What follows belongs to an exercise in optimizing a design on an open flow for small area; a production flow would make more cautious choices. Function was checked by simulation only, so behaviour that the tests miss may differ from the original. No activity file was given, so power comes from the tool's default toggle rates.

## noc_bridge
module noc_bridge
(
    input  wire logic        c,
    input  wire logic        rst,
    input  wire logic        cmd_w,
    input  wire logic [7:0]  data_w,
    input  wire logic [31:0] data_rd,
    output logic             cmd_r,
    output logic [7:0]       data_r,
    output logic             sel,
    output logic             rw,
    output logic [31:0]      addr,
    output logic [31:0]      data_wr
);
    logic [1:0]  q_k  [0:3];   
    logic [7:0]  q_id [0:3];
    logic [1:0]  q_p  [0:3];   
    logic [31:0] q_a  [0:3];   
    logic [31:0] q_d  [0:2];   
    logic [1:0]  dw;           
    logic [1:0]  dr;           
    logic [1:0]  g;            
    logic [3:0]  pc;           
    logic        pwr;          
    logic [2:0]  wp;           
    logic        act;
    logic [3:0]  b;            
    logic [2:0]  rp;           
    logic        dl;           
    wire op_ok = cmd_w && (data_w == 8'h23 || data_w == 8'h63);
    wire done  = (pc == 4'd6 && !pwr) || pc == 4'd10;
    always_ff @(posedge c or posedge rst) begin
        if (rst) begin
            pc <= '0;
            wp <= '0;
            dw <= '0;
            g  <= '0;
        end else begin
            g <= g + 2'd1;
            if (pc == 4'd0) begin
                if (op_ok) pc <= 4'd1;
            end else if (done) begin
                pc <= 4'd0;
                wp <= wp + 3'd1;
                if (pwr) dw <= (dw == 2'd2) ? 2'd0 : dw + 2'd1;
            end else begin
                pc <= pc + 4'd1;
            end
        end
    end
    always_ff @(posedge c) begin
        if (pc == 4'd0) pwr <= data_w[6];
    end
    wire [1:0]  h    = rp[1:0];
    wire [1:0]  h_k  = q_k[h];
    wire        h_wr = (h_k == 2'd0);
    wire [7:0]  h_id = q_id[h];
    wire [31:0] h_a  = q_a[h];
  ...
Size in the first run: about 950 cells after synthesis, roughly 120 I/O pins.
==> flow/config.mk <==
export PLATFORM = sky130hd
export DESIGN_NAME = noc_bridge
export DESIGN_NICKNAME = noc_bridge
export VERILOG_FILES = /design/flow/design.v
export SDC_FILE = /design/flow/constraint.sdc
export NUM_CORES = 4
export LEC_CHECK = 0
export CAP_MARGIN = 20
export CORE_MARGIN = 2
export CORE_UTILIZATION = 40
export PLACE_DENSITY = 0.9
export SLEW_MARGIN = 20
==> flow/constraint.sdc <==
create_clock -name core_clock -period 5.0 [get_ports {c}]
set_input_delay 1.0000 -clock core_clock [delete_from_list [all_inputs] [get_ports {c}]]
set_output_delay 1.0000 -clock core_clock [all_outputs]
set_load 0.01 [all_outputs]
standard.sh (not shown) runs the stock make flow with config.mk's settings and CLKGATE_MAP_FILE= SYNTH_SCRIPT=/design/flow/synth_recipe.tcl, a recipe that flattens the netlist after the stock synthesis.
==> flow/flow/run.sh <==
#!/bin/bash
# Standard layout, with the port buffers made of the smallest buffer cell and no dummy clock loads.
set -euo pipefail
bash standard.sh "BUFFER_PORTS_ARGS=-buffer_cell sky130_fd_sc_hd__buf_1" "CTS_ARGS=-sink_clustering_enable -repair_clock_nets -sink_clustering_size 18 -sink_clustering_max_diameter 60 -buf_list sky130_fd_sc_hd__clkbuf_8 -dont_use_dummy_load" finish > standard_flow.log 2>&1
The baseline passed the timing, DRC and antenna checks.
Change:
Settings changed: CORE_UTILIZATION 40 to 60.
The new run completed without violations.
Register-to-register slack is worse by 20 ps.
Total power drops by 1.1%.
Flip-flop and latch count stays the same.
Clock-buffer cell count went down by 4.
Cell count shrinks by 8.4%.
Sequential share of layout area grows by 0.88 points.
Via count went down by 2.4%.
Change:
==> flow/flow/run.sh (replaced) <==
#!/bin/bash
# Standard layout, with the port buffers made of the smallest buffer cell.
set -euo pipefail
bash standard.sh "BUFFER_PORTS_ARGS=-buffer_cell sky130_fd_sc_hd__buf_1" finish > standard_flow.log 2>&1
Settings changed: CORE_UTILIZATION 60 to 40, CTS_CLUSTER_DIAMETER set to 80, CTS_CLUSTER_SIZE set to 30, PLACE_DENSITY 0.9 to unset.
What happened: Sequential cell count stays the same; worst hold slack improves by 4.0 ps; die area came out higher by 48%; sequential share of layout area came out lower by 1.6 points; final area came out higher by 2.8%; global-route usage came out lower by 7.3 points; maximum frequency came out higher by about 0.9%; clock skew came out lower by 32 ps; power came out higher by about 4%; sequential power stays flat; non-clock buffer count came out higher by 1.

[afterwards: timing with drivers on the ports]
Ports are ideal in the flow. The routed layouts listed here were re-timed in OpenROAD.
Step 1 sets driving cells, clkbuf_16 on the clock port and buf_2 on the other inputs (assumed; they add their load-dependent delay and slew).
Step 2 also shifts input and output timing later by t, the mid clock arrival at the registers, as if the neighbouring blocks saw the same clock.
Three values: no drivers, after step 1, after step 2; two values: the first two.
run | shift t [ns] | setup slack, ns | clock arrival spread, ns | slew at the worst register clock pin (ns)
the first run | 0.566 | 0.260 / 0.221 / 0.787 | 0.115 / 0.115 | 0.11 / 0.11
the second run | 0.570 | 0.277 / 0.235 / 0.805 | 0.052 / 0.053 | 0.11 / 0.11
the third run | 0.551 | 0.320 / 0.271 / 0.822 | 0.023 / 0.023 | 0.11 / 0.11
After both steps setup and hold are still met in every run listed.
